This is an optimization exercise on Yosys and OpenROAD, whose aim is small area, a short achievable clock period and few clock cycles, not a production implementation.
The RTL was checked by simulation tests, not by an equivalence proof against the original design.
No activity file was given, so power comes from the tool's default toggle rates.

## flow/design.v

```verilog
module mips_multicycle_core #(
  parameter int                    ADDR_WIDTH = 32,
  parameter logic [ADDR_WIDTH-1:0] RESET_PC   = '0
) (
  input  logic                    clk,
  input  logic                    reset,
  output logic                    mem_req,
  output logic                    mem_we,
  output logic [ADDR_WIDTH-1:0]   mem_addr,
  output logic [31:0]             mem_wdata,
  input  logic                    mem_ready,
  input  logic [31:0]             mem_rdata,
  output logic [ADDR_WIDTH-1:0]   pc_o,
  output logic [31:0]             instr_o,
  output logic                    retire_o,
  output logic                    halted_o,
  output logic                    illegal_o,
  output logic                    misalign_o,
  input  logic [4:0]              dbg_reg_sel_i,
  output logic [31:0]             dbg_reg_data_o
);
  localparam logic [5:0] OP_R = 6'h00, OP_J = 6'h02, OP_BEQ = 6'h04, OP_BNE = 6'h05,
                         OP_ADDI = 6'h08, OP_LW = 6'h23, OP_SW = 6'h2B;
  localparam logic [5:0] F_ADD = 6'h20, F_SUB = 6'h22, F_AND = 6'h24, F_OR = 6'h25,
                         F_SLT = 6'h2A, F_BRK = 6'h0D;
  function automatic logic [31:0] add32(input logic [31:0] x, input logic [31:0] y,
                                        input logic ci);
    logic [31:0] g, p, gg, pp;
    g  = x & y;
    p  = x ^ y;
    gg = g;
    pp = p;
    gg[0] = g[0] | (p[0] & ci);
    for (int d = 1; d < 32; d = d * 2) begin
      for (int i = 31; i >= d; i--) begin
        gg[i] = gg[i] | (pp[i] & gg[i-d]);
        pp[i] = pp[i] & pp[i-d];
      end
    end
    add32 = p ^ {gg[30:0], ci};
  endfunction
  logic [31:2] pc_q, pc_d;
  logic [31:0] ir_q, ret_q, a_q, b_q, a_d, b_d;
  logic        ex_q, ex_d;           
  logic        retire_q, retire_d, halted_q, halted_d;
  logic        illegal_q, illegal_d, misalign_q, misalign_d;
  logic        d_halt_q, d_ill_q, d_mem_q, d_sw_q, d_lwen_q, d_wen_q, d_br_q, d_bne_q, d_j_q;
  logic        d_imm_q, d_sub_q, d_and_q, d_or_q, d_slt_q;
  logic [4:0]  d_wa_q;
  logic [31:0] rf_r [1:31];
  logic [31:1] vld_q;
  logic        rf_we;
  logic [31:0] rf_wdata;
  function automatic logic [31:0] rf_read(input logic [4:0] sel);
    rf_read = '0;
    for (int i = 1; i < 32; i++)
      rf_read = rf_read | ({32{(sel == 5'(i)) && vld_q[i]}} & rf_r[i]);
  endfunction
  logic [31:0] sext, ea, addsub, r_res, pc4_w, brt_w;
  logic [31:2] pc4, br_tgt, j_tgt, next_pc;
  logic        taken, mis, fetch, load_ir;
  assign sext   = {{16{ir_q[15]}}, ir_q[15:0]};
  assign ea     = add32(a_q, sext, 1'b0);
  assign addsub = add32(a_q, b_q ^ {32{d_sub_q}}, d_sub_q);
  assign pc4_w  = add32({2'b0, pc_q}, 32'd0, 1'b1);
  assign brt_w  = add32({2'b0, pc_q}, {2'b0, sext[29:0]}, 1'b1);
  assign pc4    = pc4_w[29:0];
  assign br_tgt = brt_w[29:0];
  assign j_tgt  = {pc4[31:28], ir_q[25:0]};
  assign mis    = (ea[1:0] != 2'b00);
  always_comb begin
    if (d_and_q)      r_res = a_q & b_q;
    else if (d_or_q)  r_res = a_q | b_q;
    else if (d_slt_q) r_res = {31'b0, (a_q[31] ^ b_q[31]) ? a_q[31] : addsub[31]};
    else if (d_imm_q) r_res = ea;
    else              r_res = addsub;
  end
  assign taken   = (a_q == b_q) ^ d_bne_q;
  assign next_pc = d_j_q ? j_tgt : (d_br_q && taken) ? br_tgt : pc4;
  always_comb begin
    pc_d       = pc_q;
    ex_d       = ex_q;
    retire_d   = 1'b0;
    halted_d   = halted_q;
    illegal_d  = illegal_q;
    misalign_d = misalign_q;
    rf_we      = 1'b0;
    rf_wdata   = d_mem_q ? mem_rdata : r_res;
    fetch      = 1'b0;
    mem_we     = 1'b0;
    mem_addr   = {pc_q, 2'b00};
    if (!ex_q) begin
      fetch = !halted_q;
    end else if (d_halt_q) begin
      halted_d  = 1'b1;
      illegal_d = d_ill_q;
      ex_d      = 1'b0;
    end else if (d_mem_q) begin
      mem_addr = {ea[31:2], 2'b00};
      if (mis) begin
        halted_d   = 1'b1;
        misalign_d = 1'b1;
        ex_d       = 1'b0;
      end else begin
        mem_we = d_sw_q;
        if (mem_ready) begin
          rf_we    = d_lwen_q;
          retire_d = 1'b1;
          pc_d     = pc4;
          ex_d     = 1'b0;
        end
      end
    end else begin
      mem_addr = {next_pc, 2'b00};
      fetch    = 1'b1;
      rf_we    = d_wen_q;
      retire_d = 1'b1;
      pc_d     = next_pc;
      ex_d     = 1'b0;
    end
    load_ir = fetch && mem_ready;
    if (load_ir) ex_d = 1'b1;
  end
  assign mem_req   = !reset && !halted_q && (!ex_q || (!d_halt_q && !(d_mem_q && mis)));
  assign mem_wdata = b_q;
  logic [31:0] ins;
  logic [5:0]  op_f, fn_f;
  logic [4:0]  rs_f, rt_f, wa_f;
  logic        r_f, nop_f, brk_f, alu_f, addi_f, lw_f, sw_f, br_f, j_f, legal_f;
  logic        fwd_a, fwd_b;
  assign ins     = mem_rdata;
  assign op_f    = ins[31:26];
  assign fn_f    = ins[5:0];
  assign rs_f    = ins[25:21];
  assign rt_f    = ins[20:16];
  assign nop_f   = (ins == '0);
  assign r_f     = (op_f == OP_R);
  assign brk_f   = r_f && (fn_f == F_BRK);
  assign alu_f   = r_f && ((fn_f == F_ADD) || (fn_f == F_SUB) || (fn_f == F_AND) ||
                           (fn_f == F_OR) || (fn_f == F_SLT));
  assign addi_f  = (op_f == OP_ADDI);
  assign lw_f    = (op_f == OP_LW);
  assign sw_f    = (op_f == OP_SW);
  assign br_f    = (op_f == OP_BEQ) || (op_f == OP_BNE);
  assign j_f     = (op_f == OP_J);
  assign legal_f = r_f ? (nop_f || alu_f) : (j_f || br_f || addi_f || lw_f || sw_f);
  assign wa_f    = r_f ? ins[15:11] : rt_f;
  assign fwd_a = ex_q && d_wen_q && (d_wa_q == rs_f);
  assign fwd_b = ex_q && d_wen_q && (d_wa_q == rt_f);
  assign a_d   = fwd_a ? r_res : rf_read(rs_f);
  assign b_d   = fwd_b ? r_res : rf_read(rt_f);
  always_ff @(posedge clk or posedge reset) begin
    if (reset) begin
      pc_q       <= RESET_PC[31:2];
      ex_q       <= 1'b0;
      retire_q   <= 1'b0;
      halted_q   <= 1'b0;
      illegal_q  <= 1'b0;
      misalign_q <= 1'b0;
    end else begin
      pc_q       <= pc_d;
      ex_q       <= ex_d;
      retire_q   <= retire_d;
      halted_q   <= halted_d;
      illegal_q  <= illegal_d;
      misalign_q <= misalign_d;
    end
  end
  always_ff @(posedge clk) begin
    ret_q <= ir_q;
    if (load_ir) begin
      ir_q     <= ins;
      a_q      <= a_d;
      b_q      <= b_d;
      d_halt_q <= !legal_f || brk_f;
      d_ill_q  <= !brk_f;
      d_mem_q  <= lw_f || sw_f;
      d_sw_q   <= sw_f;
      d_lwen_q <= lw_f && (wa_f != 5'd0);
      d_wen_q  <= (alu_f || addi_f) && (wa_f != 5'd0);
      d_wa_q   <= wa_f;
      d_br_q   <= br_f;
      d_bne_q  <= op_f[0];
      d_j_q    <= j_f;
      d_imm_q  <= !r_f;
      d_sub_q  <= !fn_f[2] && fn_f[1];
      d_and_q  <= r_f && (fn_f[3:0] == 4'b0100);
      d_or_q   <= r_f && (fn_f[3:0] == 4'b0101);
      d_slt_q  <= r_f && fn_f[3];
    end
  end
  for (genvar i = 1; i < 32; i++) begin : g_rf
    always_ff @(posedge clk or posedge reset) begin
      if (reset) vld_q[i] <= 1'b0;
      else if (rf_we && (d_wa_q == 5'(i))) vld_q[i] <= 1'b1;
    end
    always_ff @(posedge clk) begin
      if (rf_we && (d_wa_q == 5'(i))) rf_r[i] <= rf_wdata;
    end
  end
  assign pc_o           = {pc_q, 2'b00};
  assign instr_o        = ret_q;
  assign retire_o       = retire_q;
  assign halted_o       = halted_q;
  assign illegal_o      = illegal_q;
  assign misalign_o     = misalign_q;
  assign dbg_reg_data_o = rf_read(dbg_reg_sel_i);
endmodule
```

## flow/flow/run.sh

```bash
#!/bin/bash
# Standard layout, with the port buffers made as buf_4 instead of the default
# delay-cell buffer, and timing repair free to resize cells across footprints.
set -uo pipefail
bash standard.sh 'BUFFER_PORTS_ARGS=-buffer_cell sky130_fd_sc_hd__buf_4' MATCH_CELL_FOOTPRINT=0 finish > orfs_make.log 2>&1
status=$?
tail -20 orfs_make.log
exit $status
```

## flow/standard.sh

```bash
#!/bin/bash
# synth_recipe.tcl (not shown) runs the flow's synth.tcl, then flattens the netlist and writes it again
# the make line also repeats each setting of config.mk as NAME=value (left out here)
make -C /OpenROAD-flow-scripts/flow DESIGN_CONFIG=/design/flow/config.mk WORK_HOME=/design/flow/orfs CLKGATE_MAP_FILE= SYNTH_SCRIPT=/design/flow/synth_recipe.tcl "${@:-finish}"
```

## flow/config.mk

```make
export PLATFORM = sky130hd
export DESIGN_NAME = mips_multicycle_core
export DESIGN_NICKNAME = mips_multicycle_core
export VERILOG_FILES = /design/flow/design.v
export SDC_FILE = /design/flow/constraint.sdc
export NUM_CORES = 4
export LEC_CHECK = 0
export CAP_MARGIN = 20
export CELL_PAD_IN_SITES_DETAIL_PLACEMENT = 1
export CELL_PAD_IN_SITES_GLOBAL_PLACEMENT = 2
export CORE_MARGIN = 2
export CORE_UTILIZATION = 35
export PLACE_DENSITY = 0.65
export SETUP_SLACK_MARGIN = 0.5
export SLEW_MARGIN = 20
```

## flow/constraint.sdc

```tcl
create_clock -name core_clock -period 6.0 [get_ports {clk}]
set_input_delay 1.2000 -clock core_clock [delete_from_list [all_inputs] [get_ports {clk}]]
set_output_delay 1.2000 -clock core_clock [all_outputs]
set_load 0.01 [all_outputs]
```

==> flow_summary_export.csv, run 1 <==
group,metric,value,unit
outcome,outcome,"timing/DRC/antenna clean",
cts,cts_buffers,144,
power,power.density,286,nW/um^2
run,maxCapViolCount,0,
floorplan,die_h,429,um
layout,area_growth,20.0,%
critical_path,setup.worst_path.class,"input port to primary output",
layout,nets,5818,
cts,numClockSinks,1204,
route,drc,0,
route,routed_wirelength,436000,um
cts,insertion_delay,0.86,ns
critical_path,r2r_setup_slack,0.90,ns
yosys,synthArstFlopShare,5.48,%
grt,antenna_found_initial,37,
placement,numPortBuffers,201,
critical_path,startpoint_type,"input port",
floorplan,ios,206,
route,antenna_left,0,
power,peakVddDrop,0.276,mV
critical_path,crit_start,"dbg_reg_sel_i[0]",
sta,worstMarginPinSlew,1.37,ns
route,vias,64600,
yosys,synth-edff-count,1106,
critical_path,worstSetupEndpointType,"primary output",
yosys,synthFlopType,"edfxtp_1",
sta,period_share,91.4,%
sta,setup_tns,0,ns
hold_path,min_path_type,"flop to flop",
sta,setup_viol,0,
sta,drv_slew,0,
sta,finalCriticalPeriod,5.48,ns
cts,path_clk_slew,0.05,ns
layout,layout-drive-gt1-share,20.2,%
yosys,synth_cell_types,91,
critical_path,critPathArrivalTime,4.28,ns
route,routed.top_layer,"met5",
grt,overflow,0,
yosys,syn_area,63300,um^2
route,wl_met3,69100,um
cts,cts_tree,"done",
yosys,ys_seq_area_share,56.1,%
floorplan,die_w,429,um
critical_path,required,4.80,ns
floorplan,coreArea,180000,um^2
sta,fin_skew,0.0554,ns
route,wl_per_cell,53.5,um
yosys,avgSynthCellArea,11.9,um^2
cts,htreeDepth,4,
cts,cts_root_buffer,"clkbuf_16",
critical_path,crit_fanout,17,
critical_path,r2r_start,"d_sub_q$_DFFE_PP_",
yosys,synth_warnings,2,
grt,grt_pass1_vias,60200,
sta,rsz0062_at_grt,"yes",
floorplan,start_util,35.1,%
floorplan,rows,156,
grt,grt_pass1_wl,568000,um
route,first_iter_violations,14800,
placement,dpl.hpwl,271000,um
route,vias_per_cell,7.94,
cts,postCtsHoldBufs,0,
route,drtPass1Iterations,14,
sta,finalHoldViolCount,0,
layout,n_fill_cell,18800,
cts,clock_path_buffers,3,
floorplan,dieArea,184000,um^2
placement,place_congestion,1.01,
sta,max_freq,182,MHz
yosys,ys_ff_latch,1204,
yosys,syn_inst,5312,
sta,layout_setup_ws,0.519,ns
route,met1_length,149000,um
power,p_total,0.0217,W
power,p_leak,27.1,nW
route,met2_length,175000,um
grt,grt_max_degree,74,
sta,slew-limit-headroom,7.95,%
grt,grt_usage,45.6,%
hold_path,hold_start,"ir_q[31]$_DFFE_PP_",
placement,post-place-ws,0.487,ns
cell usage in the layout, fill, tap and decap left out, types with 96 or more instances in the layout:
| master | Yosys | routed |
|---|---|---|
| a21oi_1 | 187 | 179 |
| a221oi_1 | 397 | 394 |
| a222oi_1 | 96 | 96 |
| a22o_1 | 394 | 394 |
| a22oi_1 | 569 | 567 |
| buf_4 | 4 | 565 |
| clkbuf_16 | 0 | 147 |
| edfxtp_1 | 1106 | 1106 |
| ha_1 | 155 | 149 |
| inv_1 | 103 | 99 |
| nand2_1 | 193 | 190 |
| nand3_1 | 213 | 212 |
| nand4_1 | 151 | 151 |
| nor2_1 | 179 | 143 |
path summary, 6_finish.rpt:
kind	to	cells past startpoint
worst max-delay path	dbg_reg_data_o[17]	8
worst min register to register	ret_q[31]$_DFF_P_	0
min in group asynchronous	pc_q[25]$_DFFE_PP0P_	3
worst max register to register	rf_r[13][29]$_DFFE_PP_	16
worst min-delay path	ret_q[31]$_DFF_P_	0
max in group asynchronous	vld_q[12]$_DFFE_PP0P_	4
registers in the layout (all words and copies together), names as in the netlist, 5 cells and up:
name and flops:
pc_q 30, b_q 32, d_wa_q 5, ret_q 32, vld_q 31, a_q 32
rf_r 992, ir_q 32
worst max-delay path, cell delays in order:
cell and delay [ns]:
buf_4 0.12, nor2b_1 0.49, and3_2 1.14, buf_4 0.43
a221oi_1 0.12, nand3_1 0.12, or4_1 0.37, buf_4 0.21
cells by family (layout without fill, tap and decap cells):
group	Yosys count	after routing	synth area share, %
AOI/OAI and AO/OA	2045	2045	25.2
DFF	1204	1204	56.1
and+or+nand+nor	1141	1141	9.42
buffers and inverters	584	1006	3.49
adders and majority gates	158	158	3.16
xor gates and xnor gates	143	143	1.98
muxes	36	36	0.609
other	1	36	0.00593
routing by layer:
layer  global-route usage (%)  vias up
li1                         -    22800
met1                     53.5    32100
met2                     64.2     7241
met3                     22.1     2476
met4                     33.3       40
met5                     1.12        -
metrics by stage:
step	instances	instance area, um^2	hold WS, ns	util [%]
6_report	8139	76000	0.343	42.2
5_1_grt	8111	75900	0.354	42.1
4_1_cts	8078	75400	0.340	41.8
3_5_place_dp	7775	70100	0.333	38.9
3_3_place_gp	7774	70100	0.325	38.9
2_1_floorplan	5315	63300	0.323	-
power breakdown:
group          switching (W)  leakage (nW)  internal, W  total (W)
registers           0.000241          11.1      0.00940    0.00964
clock network        0.00394          2.31      0.00517    0.00910
logic                0.00185          13.6      0.00114    0.00299
total                0.00603          27.1       0.0157     0.0217
cells in the mapped netlist, drive strengths merged, types with 21 or more instances:
cell,count,area (um^2)
buf,65,260
a22oi,569,4270
nor4,26,163
a211oi,32,240
nor2b,23,151
edfxtp,1106,33200
nand4,151,945
inv,103,387
nand2b,21,131
a21o,55,413
nand3,213,1070
a222oi,96,961
o21ai,117,586
dfxtp,32,641
nor3,86,430
o21a,35,270
a21oi,188,945
or4,40,300
clkbuf,415,1560
xor2,73,639
a22o,394,3450
ha,155,1940
dfrtp,66,1650
nor2,179,672
a221oi,397,3480
xnor2,70,613
a31oi,22,144
nand2,193,724
and3,110,688
or2,36,225
area by class of cell:
class | count | area (um^2) | area share, %
Tap cell | 2370 | 2970 | 3.90
Inverter | 104 | 392 | 0.515
Clock buffer | 174 | 3820 | 5.03
Timing Repair Buffer | 639 | 5690 | 7.49
Antenna cell | 32 | 80.1 | 0.105
Multi-Input combinational cell | 3527 | 26600 | 35.0
Sequential cell | 1204 | 35500 | 46.7
Clock inverter | 89 | 922 | 1.21
repair_timing:
action / CTS / global route
resized for setup: 51 / 60
endpoints found under the setup margin: 30 / 29
buffers inserted: 40 / 28
hold endpoints to repair: 0 / 0
pin swaps: 19 / 39
Testbench counts, summed over its fixed seeds: cycles 42,506.
==> run 2: changes to the inputs <==
--- a/flow/config.mk
+++ b/flow/config.mk
@@ -11,5 +11,6 @@
 export CORE_MARGIN = 2
 export CORE_UTILIZATION = 35
 export PLACE_DENSITY = 0.65
-export SETUP_SLACK_MARGIN = 0.5
+export SETUP_SLACK_MARGIN = 1.0
 export SLEW_MARGIN = 20
+export TNS_END_PERCENT = 10
==> run 2 against run 1 <==
Die area did not move; non-clock buffer count rose by 60; count of clock-buffer cells in the layout unchanged; register-to-register slack about the same; setup slack got worse by 0.011 ns; sequential share of layout area is 0.67 points lower; utilization up 0.61 points; worst hold slack worse by 0.0018 ns; largest cell class unchanged; still clean on timing, DRC and antenna; critical path type unchanged.
==> flow_summary_export.csv, run 2 <==
group,metric,value,unit
outcome,outcome,"timing/DRC/antenna clean",
layout,final_area,77100,um^2
sta,fin_skew,0.0540,ns
route,vias,65500,
grt,grt_usage,45.8,%
yosys,yosysMostFrequentCell,"edfxtp_1",
placement,placed_area,70100,um^2
layout,nets,5878,
layout,n_fill_cell,18800,
yosys,yosys.area.top_type_share,52.5,%
placement,dpl.hpwl,271000,um
placement,place_congestion,1.01,
yosys,synth_cell_types,91,
route,routed_wirelength,439000,um
sta,drv_slew,0,
power,p_total,0.0220,W
grt,grt_pass1_wl,571000,um
floorplan,rows,156,
yosys,yosys-top-cells-area,"edfxtp_1 (52%), a22oi_1 (6.7%), a221oi_1 (5.5%)",
cts,path_clk_slew,0.06,ns
sta,finalHoldViolCount,0,
sta,worstMarginPinSlew,1.37,ns
critical_path,startpoint_type,"input port",
cts,cts_tree,"done",
cts,clock_path_buffers,3,
grt,antenna_found_initial,37,
floorplan,start_util,35.1,%
yosys,synthFlopType,"edfxtp_1",
route,vias_per_cell,7.99,
floorplan,die_w,429,um
route,first_iter_violations,14800,
yosys,synth_top_area_cell,"edfxtp_1",
critical_path,cpMostUsedCell,"buf_4",
sta,slew-limit-headroom,8.46,%
critical_path,critPathArrivalTime,4.29,ns
power,power.density,285,nW/um^2
yosys,synthTopCellsByCount,"edfxtp_1 (1106), a22oi_1 (569), clkbuf_1 (415)",
power,peakVddDrop,0.273,mV
yosys,avgSynthCellArea,11.9,um^2
critical_path,crit_fanout,17,
critical_path,required,4.80,ns
yosys,ys_ff_latch,1204,
route,wl_met3,68600,um
route,routed.top_layer,"met5",
critical_path,crit_path_cell_trace,"buf_4 -> nor2b_1 -> and3_2 -> buf_4 -> a221oi_1 -> nand3_1 -> or4_1 -> buf_4",
sta,setup_tns,0,ns
floorplan,dieArea,184000,um^2
layout,mostFrequentLayoutCell,"edfxtp_1",
grt,grt_pass1_vias,60600,
route,met2_length,176000,um
critical_path,cp_top_family,"simple AND/OR/NAND/NOR gates",
yosys,ys_seq_area_share,56.1,%
floorplan,coreArea,180000,um^2
critical_path,setup.worst_path.class,"input port to primary output",
cts,insertion_delay,0.85,ns
critical_path,r2r_setup_slack,0.91,ns
run,maxCapViolCount,0,
yosys,synthArstFlopShare,5.48,%
route,wl_per_cell,53.5,um
cts,cts_buffers,144,
grt,grt_max_degree,74,
hold_path,min_path_type,"flop to flop",
critical_path,max_stage_delay,1.14,ns
layout,final_util,42.8,%
power,p_leak,27.4,nW
sta,max_freq,182,MHz
sta,period_share,91.5,%
critical_path,critPathBufInv,3,
cts,numClockSinks,1204,
layout,area_growth,21.8,%
sta,rsz0062_at_grt,"yes",
floorplan,ios,206,
layout,layout-drive-gt1-share,22.3,%
layout,largest_reg_flops,992,
cts,cts_root_buffer,"clkbuf_16",
cts,htreeDepth,4,
yosys,syn_inst,5312,
route,met1_length,150000,um
sta,setup_viol,0,
layout,layout_common_cells,"edfxtp_1 (1106), buf_4 (613), a22oi_1 (567)",
placement,numPortBuffers,201,
yosys,syn_area,63300,um^2
route,drc,0,
route,drtPass1Iterations,13,
grt,overflow,0,
layout,regMostFlops,"rf_r",
yosys,synth-edff-count,1106,
floorplan,die_h,429,um
critical_path,cpMaxStageDelayCell,"and3_2",
route,antenna_left,0,
critical_path,worstSetupEndpointType,"primary output",
yosys,synth_warnings,2,
sta,finalCriticalPeriod,5.49,ns
-- run 2: cell counts after synthesis --
Identical to the previous run, type by type.
-- run 2: power breakdown --
group          switching [W]  leakage, nW  internal [W]  total, W
Sequential          0.000245         11.1       0.00940   0.00965
Combinational        0.00195         14.0       0.00127   0.00322
Clock                0.00395         2.31       0.00517   0.00912
Total                0.00615         27.4        0.0158    0.0220
-- run 2: cells by family after synthesis --
| group | synth area share (%) |
|---|---|
| mux | 0.609 |
| flops | 56.1 |
| compound gates | 25.2 |
| other cells | 0.00593 |
| buf+inv | 3.49 |
| fa+ha+maj | 3.16 |
| xor+xnor | 1.98 |
| simple gates | 9.42 |
-- run 2: layer usage --
| layer | vias up | global-route usage [%] |
|---|---|---|
| met4 | 45 | 34.0 |
| met5 | - | 1.12 |
| met1 | 32500 | 53.7 |
| li1 | 22900 | - |
| met2 | 7418 | 64.6 |
| met3 | 2640 | 22.0 |
-- run 2: worst paths after layout --
path                                          endpoint  depth (start not counted)                from
worst max-delay path                dbg_reg_data_o[17]                          8    dbg_reg_sel_i[0]
worst min-delay path                 ret_q[30]$_DFF_P_                          0  ir_q[30]$_DFFE_PP_
worst max register to register  rf_r[13][29]$_DFFE_PP_                         16   d_sub_q$_DFFE_PP_
worst min register to register       ret_q[30]$_DFF_P_                          0  ir_q[30]$_DFFE_PP_
max in group asynchronous        vld_q[12]$_DFFE_PP0P_                          4               reset
min in group asynchronous         pc_q[25]$_DFFE_PP0P_                          3               reset
-- run 2: repair_timing --
| item | in CTS | in global routing |
|---|---|---|
| resized for setup | 150 | 81 |
| hold buffers | 0 | 0 |
| endpoints found under the hold margin | 0 | 0 |
| setup endpoints to repair | 149 | 265 |
| setup buffers | 95 | 31 |
| pin swaps | 52 | 50 |
| gates cloned | 2 | 0 |
-- run 2: layout make-up --
cell class              count  area, um^2  area share [%]
clock inverters            89         922            1.20
diodes                     33        82.6           0.107
multi-input cells        3527       27200            35.2
clock buffers             174        3820            4.96
well taps                2370        2970            3.85
inverters                 104         394           0.511
repair buffers            699        6220            8.08
flip-flops and latches   1204       35500            46.1
-- run 2: metrics by stage --
stage | setup WS (ns) | std cells | hold WS (ns)
floorplan | 1.09 | 5315 | 0.323
global placement | 0.293 | 7774 | 0.325
detailed placement | 0.487 | 7775 | 0.333
CTS | 0.566 | 8135 | 0.340
global route | 0.436 | 8171 | 0.353
finish | 0.507 | 8200 | 0.341
==> run 3: changes to the inputs <==
--- a/flow/design.v
+++ b/flow/design.v
@@ -51,10 +51,15 @@
   logic [31:1] vld_q;
   logic        rf_we;
   logic [31:0] rf_wdata;
+  logic [31:0][31:0] rf_p;            
+  logic [31:0]       vld_p;
+  assign rf_p[0]  = '0;
+  assign vld_p    = {vld_q, 1'b0};
+  for (genvar i = 1; i < 32; i++) begin : g_rp
+    assign rf_p[i] = rf_r[i];
+  end
   function automatic logic [31:0] rf_read(input logic [4:0] sel);
-    rf_read = '0;
-    for (int i = 1; i < 32; i++)
-      rf_read = rf_read | ({32{(sel == 5'(i)) && vld_q[i]}} & rf_r[i]);
+    rf_read = rf_p[sel] & {32{vld_p[sel]}};
   endfunction
   logic [31:0] sext, ea, addsub, r_res, pc4_w, brt_w;
   logic [31:2] pc4, br_tgt, j_tgt, next_pc;
==> flow/config.mk (replaced) <==
export PLATFORM = sky130hd
export DESIGN_NAME = mips_multicycle_core
export DESIGN_NICKNAME = mips_multicycle_core
export VERILOG_FILES = /design/flow/design.v
export SDC_FILE = /design/flow/constraint.sdc
export NUM_CORES = 4
export LEC_CHECK = 0
export CAP_MARGIN = 20
export CORE_MARGIN = 2
export CORE_UTILIZATION = 45
export PLACE_DENSITY = 0.6
export SETUP_SLACK_MARGIN = 0.5
export SLEW_MARGIN = 20
==> run 3 against run 2 <==
Synthesized cell count decreased by 15%; sequential share of layout area is 2.9 points lower; flip-flop and latch count unchanged; largest cell class unchanged; area after synthesis increased by 13%.
==> flow_summary_export.csv, run 3 <==
group,metric,value,unit
placement,place_congestion,0.952,
yosys,synthFlopType,"edfxtp_1",
floorplan,die_w,403,um
yosys,yosysMostFrequentCell,"edfxtp_1",
sta,finalCriticalPeriod,5.39,ns
route,drtPass1Iterations,6,
layout,mostFrequentLayoutCell,"edfxtp_1",
cts,clock_path_buffers,3,
yosys,yosys-top-cells-area,"edfxtp_1 (46%), mux4_2 (28%), ha_1 (2.8%)",
layout,layout_common_cells,"edfxtp_1 (1106), mux4_2 (891), buf_4 (404)",
placement,dp_cells,6672,
floorplan,rows,146,
power,p_total,0.0232,W
yosys,syn_inst,4509,
sta,setup_viol,0,
power,p_leak,28.1,nW
layout,n_fill_cell,12900,
layout,area_growth,14.6,%
placement,numPortBuffers,201,
route,vias_per_cell,7.04,
critical_path,required,4.80,ns
sta,rsz0062_at_grt,"yes",
sta,finalHoldViolCount,0,
yosys,synthXorXnorAreaFrac,1.70,%
power,power.density,282,nW/um^2
cts,numClockSinks,1204,
yosys,avgSynthCellArea,15.9,um^2
cts,cts_root_buffer,"clkbuf_16",
layout,final_util,51.9,%
grt,grt_pass1_wl,361000,um
floorplan,coreArea,158000,um^2
critical_path,setup.worst_path.class,"flop to primary output",
floorplan,ios,206,
yosys,yosys.area.top_type_share,46.3,%
floorplan,die_h,403,um
sta,fin_skew,0.0482,ns
critical_path,crit_fanout,6,
cts,insertion_delay,0.82,ns
hold_path,min_path_type,"flop to flop",
cts,cts_buffers,138,
grt,antenna_found_initial,16,
sta,slew-limit-headroom,26.2,%
layout,finalNonFillerCells,6944,
sta,max_freq,185,MHz
route,routed_wirelength,257000,um
route,drc,0,
yosys,synth_top_area_cell,"edfxtp_1",
layout,nets,4963,
route,wl_per_cell,37.1,um
yosys,syn_area,71700,um^2
floorplan,dieArea,163000,um^2
yosys,synth_cell_types,101,
placement,post-place-ws,0.539,ns
layout,largest_reg_flops,992,
yosys,synthMuxAreaShare,31.3,%
layout,layout-drive-gt1-share,38.0,%
critical_path,critPathArrivalTime,4.19,ns
route,antenna_left,0,
outcome,outcome,"timing/DRC/antenna clean",
grt,grt_max_degree,129,
yosys,synth-edff-count,1106,
power,peakVddDrop,0.313,mV
cts,cts_tree,"done",
sta,worstMarginPinSlew,1.08,ns
yosys,synth_top_family_by_area,"multiplexers",
hold_path,hold_start,"ir_q[27]$_DFFE_PP_",
floorplan,start_util,45.3,%
layout,regMostFlops,"rf_r",
route,first_iter_violations,6838,
yosys,synthArstFlopShare,5.48,%
yosys,ys_seq_area_share,49.5,%
critical_path,r2r_start,"d_sub_q$_DFFE_PP_",
sta,drv_slew,0,
yosys,ys_ff_latch,1204,
yosys,synth-compound-area-share,7.27,%
sta,setup_tns,0,ns
sta,period_share,89.9,%
sta,layout_setup_ws,0.607,ns
critical_path,worstSetupEndpointType,"primary output",
run,maxCapViolCount,0,
yosys,yosys.area_share.adder,2.91,%
critical_path,crit_start,"ir_q[15]$_DFFE_PP_",
yosys,synth-simple-area-share,4.45,%
grt,overflow,0,
cts,path_clk_slew,0.06,ns
placement,dpl.hpwl,170000,um
yosys,synth_warnings,2,
cts,htreeDepth,4,
grt,grt_pass1_vias,47200,
yosys,synthTopCellsByCount,"edfxtp_1 (1106), mux4_2 (891), nor2_1 (195)",
route,vias,48900,
grt,grt_usage,31.5,%
critical_path,startpoint_type,"flop",
-- run 3: changes by cell type in the layout (fill, tap and decap cells not counted), moves of 96 or more --
cell      change
a221oi_1    -387
a222oi_1     -96
a22o_1      -296
a22oi_1     -556
buf_4       -209
mux2i_1      +97
mux4_2      +891
nand3_1     -163
nand4_1     -123
-- run 3: critical path, stage by stage (launching register included) --
cell,delay [ns]
edfxtp_1,0.41
buf_4,0.19
ha_2,0.41
and3_4,0.24
and2_4,0.18
or3b_1,0.38
a211oi_2,0.23
o21ai_1,0.18
a21oi_2,0.30
nor2_1,0.09
xnor2_1,0.13
buf_4,0.17
o211ai_1,0.31
buf_4,0.19
-- run 3: path summary, 6_finish.rpt --
path	cells past startpoint	slack (ns)	end
min reg2reg	0	0.34	ret_q[27]$_DFF_P_
min	0	0.34	ret_q[27]$_DFF_P_
min in group asynchronous	3	0.74	pc_q[9]$_DFFE_PP0P_
max	13	0.61	mem_addr[31]
max in group asynchronous	3	4.57	vld_q[16]$_DFFE_PP0P_
max reg2reg	14	1.39	rf_r[2][22]$_DFFE_PP_
-- run 3: per-layer routing --
metal  track usage [%]  up-vias  wire length, um
li1                  -    19400                -
met2              48.8     3074           118000
met3              6.93      550            27700
met5                 0        -               89
met1              42.8    25800            97600
met4              14.5       14            13500
-- run 3: timing repair --
action | CTS | global route
setup buffers | 7 | 10
gates resized for setup | 13 | 20
endpoints found under the hold margin | 0 | 0
pin swaps | 4 | 7
hold buffers | 0 | 0
setup endpoints to repair | 24 | 29
-- run 3: layout make-up --
cell class / instances / area [um^2] / share of cell area [%]
diodes: 3 / 7.51 / 0.00913
flip-flops and latches: 1204 / 35500 / 43.2
clock buffers: 164 / 3660 / 4.45
well taps: 2072 / 2590 / 3.15
multi-input cells: 2838 / 34800 / 42.4
inverters: 115 / 442 / 0.537
clock inverters: 87 / 1040 / 1.27
repair buffers: 461 / 4110 / 4.99
-- run 3: cell families after synthesis --
kind of cell	after synthesis
flops	1204
buf+inv	470
compound gates	752
other cells	1
simple gates	665
fa+ha+maj	165
xor+xnor	136
mux	1116
-- run 3: per-stage QoR --
stage	instance area, um^2	hold WS [ns]
finish	82200	0.336
global route	82200	0.338
CTS	82000	0.333
global placement	77200	0.326
detailed placement	77200	0.327
floorplan	71700	0.323
-- run 3: power by group --
group          leakage, nW  total, W  switching (W)  internal [W]
sequential            11.1   0.00976       0.000346       0.00941
combinational         14.7   0.00464        0.00273       0.00190
clock                 2.27   0.00880        0.00370       0.00510
total                 28.1    0.0232        0.00678        0.0164
Testbench counts of run 3, summed over its fixed seeds: cycles 42,506.
==> run 4: changes to the inputs <==
--- a/flow/config.mk
+++ b/flow/config.mk
@@ -7,7 +7,7 @@
 export LEC_CHECK = 0
 export CAP_MARGIN = 20
 export CORE_MARGIN = 2
-export CORE_UTILIZATION = 45
-export PLACE_DENSITY = 0.6
-export SETUP_SLACK_MARGIN = 0.5
+export CORE_UTILIZATION = 50
+export PLACE_DENSITY = 0.62
+export SETUP_SLACK_MARGIN = 1.0
 export SLEW_MARGIN = 20
==> run 4 against run 3 <==
Flip-flop and latch count unchanged; register-to-register slack got worse by 0.02 ns; critical path type unchanged; sequential share of layout area fell by 0.80 points; synthesized cell count is the same.
==> flow_summary_export.csv, run 4 <==
group,metric,value,unit
cts,postCtsHoldBufs,0,
sta,finalHoldViolCount,0,
placement,place_congestion,0.955,
yosys,yosys.area.top_type_share,46.3,%
yosys,synth_cell_types,101,
cts,cts_tree,"done",
floorplan,start_util,50.5,%
critical_path,startpoint_type,"flop",
route,vias_per_cell,7.21,
hold_path,min_path_type,"flop to flop",
floorplan,die_w,383,um
sta,rsz0062_at_grt,"yes",
sta,max_freq,187,MHz
grt,grt_usage,34.6,%
sta,drv_slew,0,
route,vias,49500,
grt,grt.busiest_layer,"met2",
outcome,outcome,"timing/DRC/antenna clean",
placement,numPortBuffers,201,
layout,layout_common_cells,"edfxtp_1 (1106), mux4_2 (891), buf_4 (470)",
floorplan,rows,138,
yosys,synth_top_area_cell,"edfxtp_1",
critical_path,required,4.80,ns
grt,antenna_found_initial,6,
grt,use_met3,7.97,%
sta,slew-limit-headroom,19.9,%
yosys,yosys-top-cells-area,"edfxtp_1 (46%), mux4_2 (28%), ha_1 (2.8%)",
sta,worstMarginPinSlew,1.20,ns
cts,htreeDepth,4,
layout,nets,5062,
route,antenna_left,0,
power,power.density,278,nW/um^2
power,p_leak,28.8,nW
cts,insertion_delay,0.82,ns
cts,numClockSinks,1204,
critical_path,cpMaxStageDelayCell,"edfxtp_1",
floorplan,dieArea,146000,um^2
critical_path,crit_path_cell_trace,"buf_12 -> ha_4 -> and3_4 -> and2_4 -> or3b_4 -> a211oi_4 -> o21ai_2 -> a21oi_2 -> nor2_2 -> xnor2_2 -> o211ai_1 -> buf_4",
sta,hold_ws,0.339,ns
yosys,ys_seq_area_share,49.5,%
sta,setup_tns,0,ns
route,routed_wirelength,254000,um
yosys,synthTopCellsByCount,"edfxtp_1 (1106), mux4_2 (891), nor2_1 (195)",
placement,dpl.hpwl,160000,um
yosys,ys_ff_latch,1204,
critical_path,max_stage_delay,0.52,ns
layout,largest_reg_flops,992,
grt,grt_pass1_wl,358000,um
yosys,synthArstFlopShare,5.48,%
grt,grt_max_degree,72,
yosys,synth-edff-count,1106,
grt,overflow,0,
sta,fin_skew,0.0380,ns
sta,period_share,89.0,%
cts,cts_root_buffer,"clkbuf_16",
grt,use_met2,52.8,%
cts,cts_buffers,139,
critical_path,critPathArrivalTime,4.14,ns
route,drtPass1Iterations,6,
critical_path,crit_fanout,8,
layout,mostFrequentLayoutCell,"edfxtp_1",
layout,area_growth,16.8,%
run,maxCapViolCount,0,
floorplan,die_h,383,um
yosys,synth_warnings,2,
cts,clock_path_buffers,3,
yosys,synthFlopType,"edfxtp_1",
route,first_iter_violations,7126,
critical_path,worstSetupEndpointType,"primary output",
yosys,yosysMostFrequentCell,"edfxtp_1",
layout,layout-drive-gt1-share,41.5,%
critical_path,setup.worst_path.class,"flop to primary output",
sta,finalCriticalPeriod,5.34,ns
cts,path_clk_slew,0.06,ns
route,wl_per_cell,37.0,um
grt,use_met1,46.4,%
yosys,syn_inst,4509,
sta,setup_viol,0,
grt,grt_pass1_vias,47600,
power,peakVddDrop,0.231,mV
layout,regMostFlops,"rf_r",
route,drc,0,
floorplan,ios,206,
floorplan,coreArea,142000,um^2
yosys,avgSynthCellArea,15.9,um^2
yosys,syn_area,71700,um^2
==> run 4: cell counts after synthesis <==
Identical to the previous run, type by type.
==> run 4: path summary, 6_finish.rpt <==
path	startpoint	endpoint	slack, ns	cells past startpoint
setup / recovery	ir_q[15]$_DFFE_PP_	mem_addr[31]	0.66	12
hold / removal	ir_q[29]$_DFFE_PP_	ret_q[29]$_DFF_P_	0.34	0
setup reg to reg	d_sub_q$_DFFE_PP_	rf_r[17][22]$_DFFE_PP_	1.37	15
hold reg to reg	ir_q[29]$_DFFE_PP_	ret_q[29]$_DFF_P_	0.34	0
max in group asynchronous	reset	pc_q[2]$_DFFE_PP0P_	4.59	3
min in group asynchronous	reset	pc_q[10]$_DFFE_PP0P_	0.72	3
==> run 4: power breakdown <==
group	switching [W]	total, W	internal [W]
sequential	0.000295	0.00971	0.00941
clock	0.00366	0.00853	0.00487
combinational	0.00292	0.00504	0.00213
total	0.00688	0.0233	0.0164
==> run 4: layout make-up <==
| type | count | area [um^2] |
|---|---|---|
| multi-input cells | 2838 | 35700 |
| diodes | 2 | 5.00 |
| flip-flops and latches | 1204 | 35500 |
| inverters | 115 | 442 |
| clock buffers | 168 | 3650 |
| well taps | 1890 | 2360 |
| clock inverters | 86 | 927 |
| fillers | 10700 | 58200 |
| repair buffers | 559 | 5110 |
==> run 4: worst max-delay path, delay by kind of cell, from the launching register on <==
family,cells,cell delay (ns)
fa+ha+maj,1,0.31
simple gates,4,0.81
compound gates,4,0.90
buf+inv,2,0.43
xor+xnor,1,0.39
flops,1,0.52
==> run 4: metrics by stage <==
step	utilization, %	cells	cell area (um^2)	power, W	setup WS, ns
finish	59.0	6862	83700	0.0233	0.657
global route	59.0	6860	83700	0.0240	0.591
CTS	58.4	6802	82900	0.0231	0.692
detailed placement	54.0	6452	76600	0.0143	0.258
global placement	54.0	6450	76600	0.0143	0.234
floorplan	-	4512	71700	0.0126	1.17
==> run 4: timing repair <==
item                                   in CTS  in global routing
resized for setup                         162                 84
pin swaps                                  59                 63
setup endpoints to repair                  62                207
cloned                                      5                  1
buffers inserted                           91                 56
endpoints found under the hold margin       0                  0
==> run 4: cells by family (layout without fill, tap and decap cells) <==
group | count (synthesis) | after routing | synth area share (%)
flops | 1204 | 1204 | 49.5
fa+ha+maj | 165 | 165 | 2.91
xor+xnor | 136 | 136 | 1.70
other cells | 1 | 6 | 0.00523
buf+inv | 470 | 928 | 2.82
compound gates | 752 | 752 | 7.27
simple gates | 665 | 665 | 4.45
mux | 1116 | 1116 | 31.3
==> run 4: per-layer routing <==
metal	vias to the layer above	part of all wire, %
met5	-	0.0067
met4	2	5.9
met3	595	11
met2	3412	46
met1	25800	36
li1	19700	-
==> run 5: changes to the inputs <==
--- a/flow/config.mk
+++ b/flow/config.mk
@@ -9,5 +9,6 @@
 export CORE_MARGIN = 2
 export CORE_UTILIZATION = 50
 export PLACE_DENSITY = 0.62
-export SETUP_SLACK_MARGIN = 1.0
+export SETUP_SLACK_MARGIN = 1.5
 export SLEW_MARGIN = 20
+export TNS_END_PERCENT = 10
==> run 5 against run 4 <==
Register-to-register slack worse by 0.30 ns; worst hold slack better by 0.0064 ns; sequential share of layout area is 0.41 points lower; critical endpoint is now mem_addr[28]; clock power is 4.0% higher; sequential power hardly changed; count of clock-buffer cells in the layout is 7 lower; largest cell class unchanged; final cell count is 0.45% higher; global-route usage is 1.3 points higher; setup slack better by 0.090 ns; utilization is 0.57 points higher; synthesized cell count stayed put; via count is 0.98% higher.
==> flow_summary_export.csv, run 5 <==
group,metric,value,unit
yosys,yosysMostFrequentCell,"edfxtp_1",
cts,cts_root_buffer,"clkbuf_16",
yosys,synthTopCellsByCount,"edfxtp_1 (1106), mux4_2 (891), nor2_1 (195)",
placement,numPortBuffers,201,
yosys,syn_inst,4509,
sta,hold_ws,0.346,ns
yosys,synth_cell_types,101,
route,wl_per_cell,38.1,um
yosys,synth-edff-count,1106,
grt,grt_pass1_wl,369000,um
yosys,synthArstFlopShare,5.48,%
hold_path,min_to,"ret_q[30]$_DFF_P_",
critical_path,startpoint_type,"flop",
placement,dpl.hpwl,163000,um
yosys,ys_ff_latch,1204,
layout,nets,5092,
sta,rsz0062_at_grt,"yes",
route,antenna_left,0,
route,vias,50000,
sta,setup_tns,0,ns
layout,layout-drive-gt1-share,42.6,%
sta,worstMarginPinSlew,1.12,ns
route,vias_per_cell,7.25,
critical_path,setup.worst_path.class,"flop to primary output",
yosys,synth_warnings,2,
route,first_iter_violations,6850,
sta,drv_slew,0,
cts,cts_tree,"done",
yosys,avgSynthCellArea,15.9,um^2
hold_path,whs_path_depth,0,
sta,finalCriticalPeriod,5.25,ns
grt,overflow,0,
floorplan,coreArea,142000,um^2
power,power.density,281,nW/um^2
floorplan,die_h,383,um
floorplan,start_util,50.5,%
placement,post-place-ws,0.544,ns
critical_path,r2r_setup_slack,1.07,ns
outcome,outcome,"timing/DRC/antenna clean",
layout,regMostFlops,"rf_r",
layout,final_util,59.6,%
grt,grt_usage,35.9,%
yosys,yosys.area.top_type_share,46.3,%
grt,grt_max_degree,74,
power,peakVddDrop,0.368,mV
layout,largest_reg_flops,992,
floorplan,rows,138,
yosys,yosys-top-cells-area,"edfxtp_1 (46%), mux4_2 (28%), ha_1 (2.8%)",
route,drc,0,
grt,antenna_found_initial,13,
yosys,synthFlopType,"edfxtp_1",
sta,finalHoldViolCount,0,
floorplan,dieArea,146000,um^2
layout,mostFrequentLayoutCell,"edfxtp_1",
sta,slew-limit-headroom,23.1,%
yosys,syn_area,71700,um^2
critical_path,crit_fanout,6,
layout,layout_common_cells,"edfxtp_1 (1106), mux4_2 (891), buf_4 (485)",
critical_path,r2r_start,"d_sub_q$_DFFE_PP_",
critical_path,critPathArrivalTime,4.05,ns
cts,cts_buffers,136,
grt,grt_pass1_vias,48300,
critical_path,ff2ff_path_depth,14,
sta,period_share,87.6,%
run,maxCapViolCount,0,
power,p_leak,29.1,nW
route,routed_wirelength,262000,um
power,p_total,0.0238,W
cts,htreeDepth,4,
sta,fin_skew,0.0348,ns
layout,area_growth,17.9,%
cts,clock_path_buffers,3,
sta,layout_setup_ws,0.747,ns
sta,setup_viol,0,
yosys,synth_top_area_cell,"edfxtp_1",
yosys,ys_seq_area_share,49.5,%
sta,max_freq,190,MHz
cts,postCtsHoldBufs,0,
cts,insertion_delay,0.81,ns
critical_path,rr_endpoint,"rf_r[16][27]$_DFFE_PP_",
cts,numClockSinks,1204,
floorplan,die_w,383,um
route,drtPass1Iterations,7,
layout,n_fill_cell,10800,
critical_path,required,4.80,ns
hold_path,hold_start,"ir_q[30]$_DFFE_PP_",
critical_path,worstSetupEndpointType,"primary output",
hold_path,min_path_type,"flop to flop",
placement,place_congestion,0.976,
cts,path_clk_slew,0.07,ns
floorplan,ios,206,
-- run 5: area by class of cell --
class / instances / area [um^2] / area share (%)
Multi-Input combinational cell: 2839 / 36000 / 42.6
Sequential cell: 1204 / 35500 / 42.0
Timing Repair Buffer: 591 / 5520 / 6.52
Clock buffer: 161 / 3630 / 4.30
Tap cell: 1890 / 2360 / 2.80
Clock inverter: 92 / 1100 / 1.30
Inverter: 115 / 444 / 0.525
Antenna cell: 1 / 2.50 / 0.00296
-- run 5: worst max-delay path by stage --
stage | start | endpoint | slack (ns) | cells after the start
2_1_floorplan | d_sub_q$_DFFE_PP_ | rf_r[10][22]$_DFFE_PP_ | 1.28 | 14
3_3_place_gp | dbg_reg_sel_i[0] | dbg_reg_data_o[9] | 0.51 | 8
3_5_place_dp | dbg_reg_sel_i[0] | dbg_reg_data_o[12] | 0.54 | 7
4_1_cts | a_q[1]$_DFFE_PP_ | mem_addr[30] | 0.74 | 12
5_1_grt | a_q[0]$_DFFE_PP_ | mem_addr[28] | 0.65 | 14
6_report | a_q[21]$_DFFE_PP_ | mem_addr[28] | 0.75 | 12
-- run 5: cells by family (layout without fill, tap and decap cells) --
family                   Yosys count  count (layout)  synth area share [%]
other                              1               5               0.00523
adder cells (fa/ha/maj)          165             165                  2.91
AND/OR/NAND/NOR                  665             665                  4.45
flip-flops                      1204            1204                  49.5
XOR/XNOR                         136             136                  1.70
buffers and inverters            470             959                  2.82
AO/OA/AOI/OAI                    752             753                  7.27
multiplexers                    1116            1116                  31.3
-- run 5: metal layers --
metal,track usage (%),part of all wire [%]
met3,9.01,12
met5,0,0.041
met2,55.0,46
met4,18.5,6.2
met1,47.7,36
-- run 5: where the power goes --
part	internal, W	switching [W]
combinational	0.00218	0.00297
sequential	0.00941	0.000315
clock	0.00523	0.00364
total	0.0168	0.00693
-- run 5: metrics by stage --
| step | std cells | area, um^2 |
|---|---|---|
| after floorplan | 4512 | 71700 |
| after global placement | 6455 | 76700 |
| after detailed placement | 6455 | 76700 |
| after CTS | 6850 | 83800 |
| after global routing | 6892 | 84500 |
| final | 6893 | 84500 |
-- run 5: timing repair --
| action | in CTS | in global routing |
|---|---|---|
| resized for setup | 216 | 93 |
| cloned | 13 | 0 |
| pin swaps | 85 | 82 |
| setup endpoints to repair | 283 | 536 |
| buffers inserted | 129 | 40 |
-- run 5: worst max-delay path: stages, from the launching register on --
cell	delay (ns)
edfxtp_1	0.51
buf_4	0.24
ha_2	0.41
and3_4	0.24
nand2_2	0.08
o221a_2	0.34
o21ba_1	0.24
nor3b_1	0.17
a21oi_2	0.24
xor2_4	0.18
a221oi_2	0.29
nand2_1	0.13
buf_4	0.16
==> run 6: changes to the inputs <==
--- a/flow/config.mk
+++ b/flow/config.mk
@@ -8,7 +8,7 @@
 export CAP_MARGIN = 20
 export CORE_MARGIN = 2
 export CORE_UTILIZATION = 50
+export CTS_BUF_LIST = sky130_fd_sc_hd__clkbuf_8
 export PLACE_DENSITY = 0.62
-export SETUP_SLACK_MARGIN = 1.5
+export SETUP_SLACK_MARGIN = 0.5
 export SLEW_MARGIN = 20
-export TNS_END_PERCENT = 10
==> run 6 against run 5 <==
Still clean; total power shrank 6.6%; non-clock buffer count shrank 115; via count shrank 1.3%; count of clock-buffer cells in the layout grew 57; fmax shrank 4.7%; register-to-register slack lost 0.09 ns; largest cell class is now sequential cells.
==> flow_summary_export.csv, run 6 <==
group,metric,value,unit
outcome,outcome,"timing/DRC/antenna clean",
grt,grt.busiest_layer,"met2",
sta,worstMarginPinSlew,1.17,ns
yosys,yosys-top-cells-area,"edfxtp_1 (46%), mux4_2 (28%), ha_1 (2.8%)",
floorplan,ios,206,
floorplan,dieArea,146000,um^2
yosys,synth-edff-count,1106,
cts,insertion_delay,0.99,ns
hold_path,min_path_type,"flop to flop",
critical_path,setup.worst_path.class,"flop to primary output",
cts,htreeDepth,4,
floorplan,rows,138,
yosys,syn_area,71700,um^2
placement,numPortBuffers,201,
power,p_seq_share,43.8,%
critical_path,worstSetupEndpointType,"primary output",
critical_path,required,4.80,ns
critical_path,crit_path_cell_trace,"ha_1 -> nand2_1 -> o211ai_1 -> o21ai_1 -> a211oi_4 -> a41oi_2 -> xnor2_2 -> a21oi_1 -> a21oi_1 -> buf_4",
sta,period_share,91.8,%
critical_path,cp_top_family,"compound AO/OA/AOI/OAI gates",
layout,nets,5046,
sta,max_freq,181,MHz
floorplan,die_h,383,um
sta,finalHoldViolCount,0,
critical_path,critPathArrivalTime,4.31,ns
layout,regMostFlops,"rf_r",
critical_path,max_stage_delay,0.55,ns
yosys,avgSynthCellArea,15.9,um^2
sta,layout_setup_ws,0.490,ns
yosys,synthFlopType,"edfxtp_1",
yosys,synthArstFlopShare,5.48,%
yosys,yosys.area_share.adder,2.91,%
yosys,synth_top_area_cell,"edfxtp_1",
grt,use_met2,52.5,%
grt,grt_pass1_wl,355000,um
placement,dpl.hpwl,160000,um
yosys,synthXorXnorAreaFrac,1.70,%
hold_path,hold_start,"ir_q[29]$_DFFE_PP_",
sta,drv_slew,0,
route,routed_wirelength,251000,um
yosys,ys_seq_area_share,49.5,%
sta,slew-limit-headroom,22.0,%
critical_path,crit_fanout,5,
layout,area_growth,14.3,%
yosys,synthTopCellsByCount,"edfxtp_1 (1106), mux4_2 (891), nor2_1 (195)",
layout,final_util,57.7,%
layout,n_fill_cell,11100,
cts,clock_path_buffers,3,
power,p_int,0.0155,W
critical_path,startpoint_type,"flop",
floorplan,coreArea,142000,um^2
sta,setup_tns,0,ns
layout,mostFrequentLayoutCell,"edfxtp_1",
run,maxCapViolCount,0,
sta,rsz0062_at_grt,"yes",
route,drtPass1Iterations,12,
layout,layout-drive-gt1-share,39.6,%
cts,numClockSinks,1204,
yosys,yosysMostFrequentCell,"edfxtp_1",
yosys,synth_cell_types,101,
grt,use_met3,8.44,%
power,power.density,271,nW/um^2
hold_path,whs_path_depth,0,
grt,use_met1,46.1,%
sta,finalCriticalPeriod,5.51,ns
hold_path,min_to,"ret_q[29]$_DFF_P_",
sta,setup_viol,0,
grt,overflow,0,
critical_path,cp.depth,10,
grt,grt_usage,34.2,%
yosys,synthMuxAreaShare,31.3,%
route,vias_per_cell,7.14,
yosys,ys_ff_latch,1204,
critical_path,rr_endpoint,"rf_r[21][30]$_DFFE_PP_",
yosys,synth_top_family_by_area,"multiplexers",
yosys,synth_warnings,2,
critical_path,critPathBufInv,1,
cts,cts_root_buffer,"clkbuf_8",
power,p_leak,28.4,nW
critical_path,r2r_start,"d_sub_q$_DFFE_PP_",
sta,fin_skew,0.0712,ns
power,peakVddDrop,0.225,mV
grt,antenna_found_initial,7,
critical_path,ff2ff_path_depth,11,
cts,path_clk_slew,0.06,ns
power,power.switching,0.00667,W
placement,post-place-ws,0.258,ns
route,vias,49300,
power,sw_frac_of_total,30.0,%
yosys,synth-simple-area-share,4.45,%
power,clock_power_share,34.9,%
grt,grt_pass1_vias,47700,
route,first_iter_violations,6727,
placement,place_congestion,0.955,
critical_path,cpMostUsedCell,"a21oi_1",
route,drc,0,
layout,layout_common_cells,"edfxtp_1 (1106), mux4_2 (891), buf_4 (417)",
yosys,yosys.area.top_type_share,46.3,%
power,power.share.combinational,21.3,%
floorplan,die_w,383,um
route,wl_per_cell,36.4,um
grt,grt_max_degree,72,
layout,largest_reg_flops,992,
cts,cts_tree,"done",
yosys,syn_inst,4509,
critical_path,r2r_setup_slack,0.98,ns
cts,cts_buffers,206,
route,antenna_left,0,
critical_path,cpMaxStageDelayCell,"xnor2_2",
yosys,synth-compound-area-share,7.27,%
floorplan,start_util,50.5,%
==> run 6: cell types whose count changed in the layout (fill, tap and decap cells not counted), moves of 13 or more <==
cell	previous run	this run
buf_4	485	417
ha_4	18	5
clkbuf_16	149	2
clkbuf_8	3	218
clkbuf_1	17	0
a21oi_2	27	8
o21ai_0	87	105
ha_1	136	149
inv_1	105	165
buf_6	32	7
clkinv_1	31	48
a21oi_1	139	161
==> run 6: power by group through the flow <==
stage	Clock [W]	Combinational, W	Sequential [W]
2_1_floorplan	0	0.00280	0.00981
3_3_place_gp	0	0.00441	0.00989
3_5_place_dp	0	0.00443	0.00989
4_1_cts	0.00785	0.00454	0.00971
5_1_grt	0.00823	0.00501	0.00973
6_report	0.00774	0.00473	0.00971
==> run 6: worst max-delay path by stage <==
stage	startpoint	endpoint	slack, ns
4_1_cts	a_q[0]$_DFFE_PP_	mem_addr[28]	0.45
6_report	ir_q[8]$_DFFE_PP_	mem_addr[23]	0.49
3_5_place_dp	dbg_reg_sel_i[0]	dbg_reg_data_o[14]	0.26
5_1_grt	ir_q[15]$_DFFE_PP_	mem_addr[27]	0.42
3_3_place_gp	dbg_reg_sel_i[0]	dbg_reg_data_o[14]	0.23
2_1_floorplan	d_sub_q$_DFFE_PP_	rf_r[10][28]$_DFFE_PP_	1.17
==> run 6: final cells by class <==
| cell class | count | area, um^2 | share of cell area, % |
|---|---|---|---|
| flip-flops and latches | 1204 | 35500 | 43.3 |
| multi-input cells | 2838 | 35200 | 42.9 |
| repair buffers | 476 | 4240 | 5.17 |
| clock buffers | 218 | 3000 | 3.66 |
| well taps | 1890 | 2360 | 2.89 |
| clock inverters | 165 | 1200 | 1.46 |
| inverters | 115 | 442 | 0.539 |
| diodes | 1 | 2.50 | 0.00305 |
==> run 6: metal layers <==
| metal | routed length [um] | vias up |
|---|---|---|
| li1 | - | 19600 |
| met1 | 92200 | 25600 |
| met2 | 115000 | 3393 |
| met3 | 29000 | 633 |
| met4 | 14700 | 2 |
| met5 | 13 | - |
==> run 6: cell families (layout without fill, tap and decap cells) <==
logic type | after synthesis | count (layout)
compound gates | 752 | 752
xor+xnor | 136 | 136
simple gates | 665 | 665
buf+inv | 470 | 974
flops | 1204 | 1204
other cells | 1 | 5
fa+ha+maj | 165 | 165
mux | 1116 | 1116
==> run 6: timing repair <==
action / 4_1_cts / 5_1_grt
pin swaps: 13 / 31
endpoints found under the setup margin: 31 / 27
buffers inserted: 30 / 38
hold buffers: 0 / 0
resized for setup: 45 / 53
cloned: 1 / 1
==> run 6: metrics by stage <==
stage | cells | power, W | hold slack (ns) | cell area, um^2
after CTS | 6866 | 0.0221 | 0.342 | 81300
final | 6907 | 0.0222 | 0.341 | 81900
after floorplan | 4512 | 0.0126 | 0.323 | 71700
after detailed placement | 6452 | 0.0143 | 0.328 | 76600
after global placement | 6450 | 0.0143 | 0.324 | 76600
after global routing | 6907 | 0.0230 | 0.349 | 81900
==> run 7: changes to the inputs <==
==> flow/run.sh (new file) <==
#!/bin/bash
# synth_recipe.tcl (not shown) runs the flow's synth.tcl, then flattens the netlist and writes it again
# the make line also repeats each setting of config.mk as NAME=value (left out here)
make -C /OpenROAD-flow-scripts/flow DESIGN_CONFIG=/design/flow/config.mk WORK_HOME=/design/flow/orfs CLKGATE_MAP_FILE= SYNTH_SCRIPT=/design/flow/synth_recipe.tcl finish
--- a/flow/config.mk
+++ b/flow/config.mk
@@ -7,8 +7,6 @@
 export LEC_CHECK = 0
 export CAP_MARGIN = 20
 export CORE_MARGIN = 2
-export CORE_UTILIZATION = 50
-export CTS_BUF_LIST = sky130_fd_sc_hd__clkbuf_8
-export PLACE_DENSITY = 0.62
-export SETUP_SLACK_MARGIN = 0.5
+export CORE_UTILIZATION = 45
+export PLACE_DENSITY = 0.6
 export SLEW_MARGIN = 20
removed: flow/flow/run.sh
removed: flow/standard.sh
==> run 7 against run 6 <==
Critical path depth increased by 1; critical endpoint is now mem_addr[29]; still clean; design area increased by 1.1%; non-clock buffer count increased by 25; highest routed layer unchanged; worst hold slack improved by 0.00084 ns.
==> flow_summary_export.csv, run 7 <==
group,metric,value,unit
outcome,outcome,"timing/DRC/antenna clean",
layout,layout-drive-gt1-share,34.4,%
critical_path,crit_fanout,6,
cts,cts_buffers,138,
cts,cts_tree,"done",
yosys,syn_inst,4509,
grt,grt_pass1_vias,47100,
critical_path,r2r_start,"d_sub_q$_DFFE_PP_",
hold_path,min_path_type,"flop to flop",
yosys,syn_area,71700,um^2
sta,setup_tns,0,ns
yosys,yosysMostFrequentCell,"edfxtp_1",
critical_path,setup.worst_path.class,"flop to primary output",
layout,nets,5003,
grt,grt_usage,31.9,%
route,antenna_left,0,
placement,dpl.hpwl,170000,um
layout,layout_common_cells,"edfxtp_1 (1106), mux4_2 (891), buf_4 (264)",
yosys,synth_top_area_cell,"edfxtp_1",
critical_path,critPathArrivalTime,4.69,ns
layout,regMostFlops,"rf_r",
critical_path,max_stage_delay,0.59,ns
power,peakVddDrop,0.311,mV
yosys,ys_seq_area_share,49.5,%
yosys,synth_warnings,2,
route,wl_per_cell,37.2,um
yosys,avgSynthCellArea,15.9,um^2
sta,hold_ws,0.342,ns
power,power.density,281,nW/um^2
critical_path,crit_path_cell_trace,"ha_1 -> and3_4 -> and2_4 -> or3b_1 -> a211oi_2 -> o21ai_1 -> nand2_2 -> xor2_2 -> a22oi_1 -> o21ai_0 -> clkdlybuf4s50_1",
sta,slew-limit-headroom,23.8,%
sta,max_freq,170,MHz
layout,largest_reg_flops,992,
grt,grt_max_degree,128,
cts,htreeDepth,4,
yosys,yosys-top-cells-area,"edfxtp_1 (46%), mux4_2 (28%), ha_1 (2.8%)",
cts,cts_root_buffer,"clkbuf_16",
cts,clock_path_buffers,3,
sta,setup_viol,0,
layout,mostFrequentLayoutCell,"edfxtp_1",
yosys,synth_cell_types,101,
yosys,ys_ff_latch,1204,
sta,finalHoldViolCount,0,
floorplan,ios,206,
critical_path,cp_top_family,"simple AND/OR/NAND/NOR gates",
yosys,synth-edff-count,1106,
placement,dp_cells,6715,
cts,insertion_delay,0.82,ns
route,drtPass1Iterations,6,
yosys,synthFlopType,"edfxtp_1",
sta,drv_slew,0,
critical_path,crit_start,"a_q[15]$_DFFE_PP_",
grt,antenna_found_initial,13,
yosys,synthArstFlopShare,5.48,%
run,maxCapViolCount,0,
layout,area_growth,15.5,%
floorplan,die_w,403,um
layout,final_util,52.3,%
cts,numClockSinks,1204,
yosys,synthTopCellsByCount,"edfxtp_1 (1106), mux4_2 (891), nor2_1 (195)",
yosys,yosys.area.top_type_share,46.3,%
placement,place_congestion,0.965,
route,vias,49000,
placement,numPortBuffers,201,
floorplan,coreArea,158000,um^2
sta,period_share,98.2,%
grt,overflow,0,
route,first_iter_violations,7364,
floorplan,die_h,403,um
critical_path,startpoint_type,"flop",
sta,finalCriticalPeriod,5.89,ns
grt,grt_pass1_wl,365000,um
layout,n_fill_cell,12800,
layout,finalNonFillerCells,6986,
floorplan,start_util,45.3,%
floorplan,dieArea,163000,um^2
critical_path,worstSetupEndpointType,"primary output",
power,p_leak,28.1,nW
route,routed_wirelength,260000,um
critical_path,required,4.80,ns
critical_path,cpMaxStageDelayCell,"clkdlybuf4s50_1",
route,vias_per_cell,7.01,
floorplan,rows,146,
sta,worstMarginPinSlew,1.14,ns
critical_path,critPathBufInv,1,
route,drc,0,
cts,path_clk_slew,0.06,ns
sta,fin_skew,0.0585,ns
hold_path,hold_start,"ir_q[29]$_DFFE_PP_",
run 7: worst paths after layout:
| kind | endpoint | slack (ns) | depth (start not counted) |
|---|---|---|---|
| max | mem_addr[29] | 0.11 | 11 |
| min | ret_q[29]$_DFF_P_ | 0.34 | 0 |
| max reg2reg | a_q[20]$_DFFE_PP_ | 1.21 | 13 |
| min reg2reg | ret_q[29]$_DFF_P_ | 0.34 | 0 |
| max in group asynchronous | vld_q[12]$_DFFE_PP0P_ | 4.28 | 3 |
| min in group asynchronous | halted_q$_DFFE_PP0P_ | 1.03 | 3 |
run 7: logic make-up (layout without fill, tap and decap cells):
| group | after synthesis | after routing | share of synthesized area, % |
|---|---|---|---|
| flip-flops | 1204 | 1204 | 49.5 |
| other | 1 | 7 | 0.00523 |
| XOR/XNOR | 136 | 136 | 1.70 |
| multiplexers | 1116 | 1116 | 31.3 |
| AND/OR/NAND/NOR | 665 | 665 | 4.45 |
| buffers and inverters | 470 | 869 | 2.82 |
| adder cells (fa/ha/maj) | 165 | 165 | 2.91 |
| AO/OA/AOI/OAI | 752 | 752 | 7.27 |
run 7: power breakdown:
group          switching [W]  total, W  internal, W
Combinational        0.00277   0.00478      0.00201
Clock                0.00360   0.00875      0.00515
Sequential          0.000326   0.00974      0.00941
Total                0.00669    0.0233       0.0166
run 7: repair_timing:
action,in CTS,in global routing
gates cloned,0,0
pin swaps,0,2
buffers inserted,4,10
setup endpoints to repair,9,20
hold buffers,0,0
gates resized for setup,6,11
run 7: layout make-up:
class	instances	area (um^2)	area share (%)
multi-input combinational	2838	34800	42.0
tap	2072	2590	3.13
sequential	1204	35500	42.9
antenna	3	7.51	0.00907
inverter	115	442	0.533
clock buffer	177	3760	4.54
timing repair buffer	501	4800	5.79
clock inverter	76	911	1.10
run 7: worst register-to-register path, cell delays in order, from the launching register on:
cell      delay (ns)
edfxtp_1        0.33
buf_4           0.49
mux2i_1         0.29
fa_1            0.49
nand3b_1        0.20
a21oi_1         0.25
o211ai_1        0.13
buf_4           0.18
or2_2           0.27
a21oi_1         0.33
xnor2_1         0.18
o221ai_1        0.20
mux2i_1         0.70
o22ai_1         0.38
run 7: layer usage:
metal / track usage (%) / up-vias / part of all wire [%] / wire length, um
met5: 0 / - / 0.028 / 72
met2: 49.4 / 3191 / 46 / 120000
met3: 7.40 / 525 / 11 / 28000
li1: - / 19500 / - / -
met4: 13.4 / 10 / 4.7 / 12300
met1: 43.4 / 25800 / 38 / 99100
run 7: through the flow:
| stage | area [um^2] | total power [W] | setup WS (ns) |
|---|---|---|---|
| after floorplan | 71700 | 0.0126 | 1.17 |
| after global placement | 77900 | 0.0146 | 0.00337 |
| after detailed placement | 77900 | 0.0146 | 0.0144 |
| after CTS | 82700 | 0.0233 | 0.0332 |
| after global routing | 82800 | 0.0240 | -0.00382 |
| final | 82800 | 0.0233 | 0.108 |

[port drivers added, routing unchanged]
In the flow no input, the clock included, has a driving cell. The finished layouts below were timed again as built, in two steps. Step 1 (the two cells are an assumption about what drives the block):
set clk [get_ports {clk}]
set_driving_cell -lib_cell sky130_fd_sc_hd__clkbuf_16 $clk
set_driving_cell -lib_cell sky130_fd_sc_hd__buf_2 [delete_from_list [all_inputs] $clk]
Step 2 moves the port delays by t, midway between the first and last clock arrival at a register: inputs arrive t later, outputs are due t later. That takes back most of the time a late clock gives input paths. Slacks: ideal / step 1 / step 2; pairs: ideal / step 1.
run	shift t [ns]	setup WS [ns]	worst data-port slew with drivers (ns)	cell pins on the clock port's net
run 1	0.927	0.519 / 0.466 / 0.489	0.08	1
run 2	0.928	0.507 / 0.448 / 0.478	0.08	1
run 3	0.879	0.607 / 0.504 / 0.504	0.16	1
run 4	0.877	0.657 / 0.576 / 0.796	0.27	1
run 5	0.870	0.747 / 0.580 / 0.580	0.37	1
run 6	1.034	0.490 / 0.408 / 0.507	0.12	1
run 7	0.872	0.108 / -0.006 / -0.006	0.15	1
With both steps, setup timing fails in run 7, where it was met with ideal ports. For run 5, which loses most, drivers alone change the setup slack by -0.167 ns; drivers and shift together by -0.167 ns.
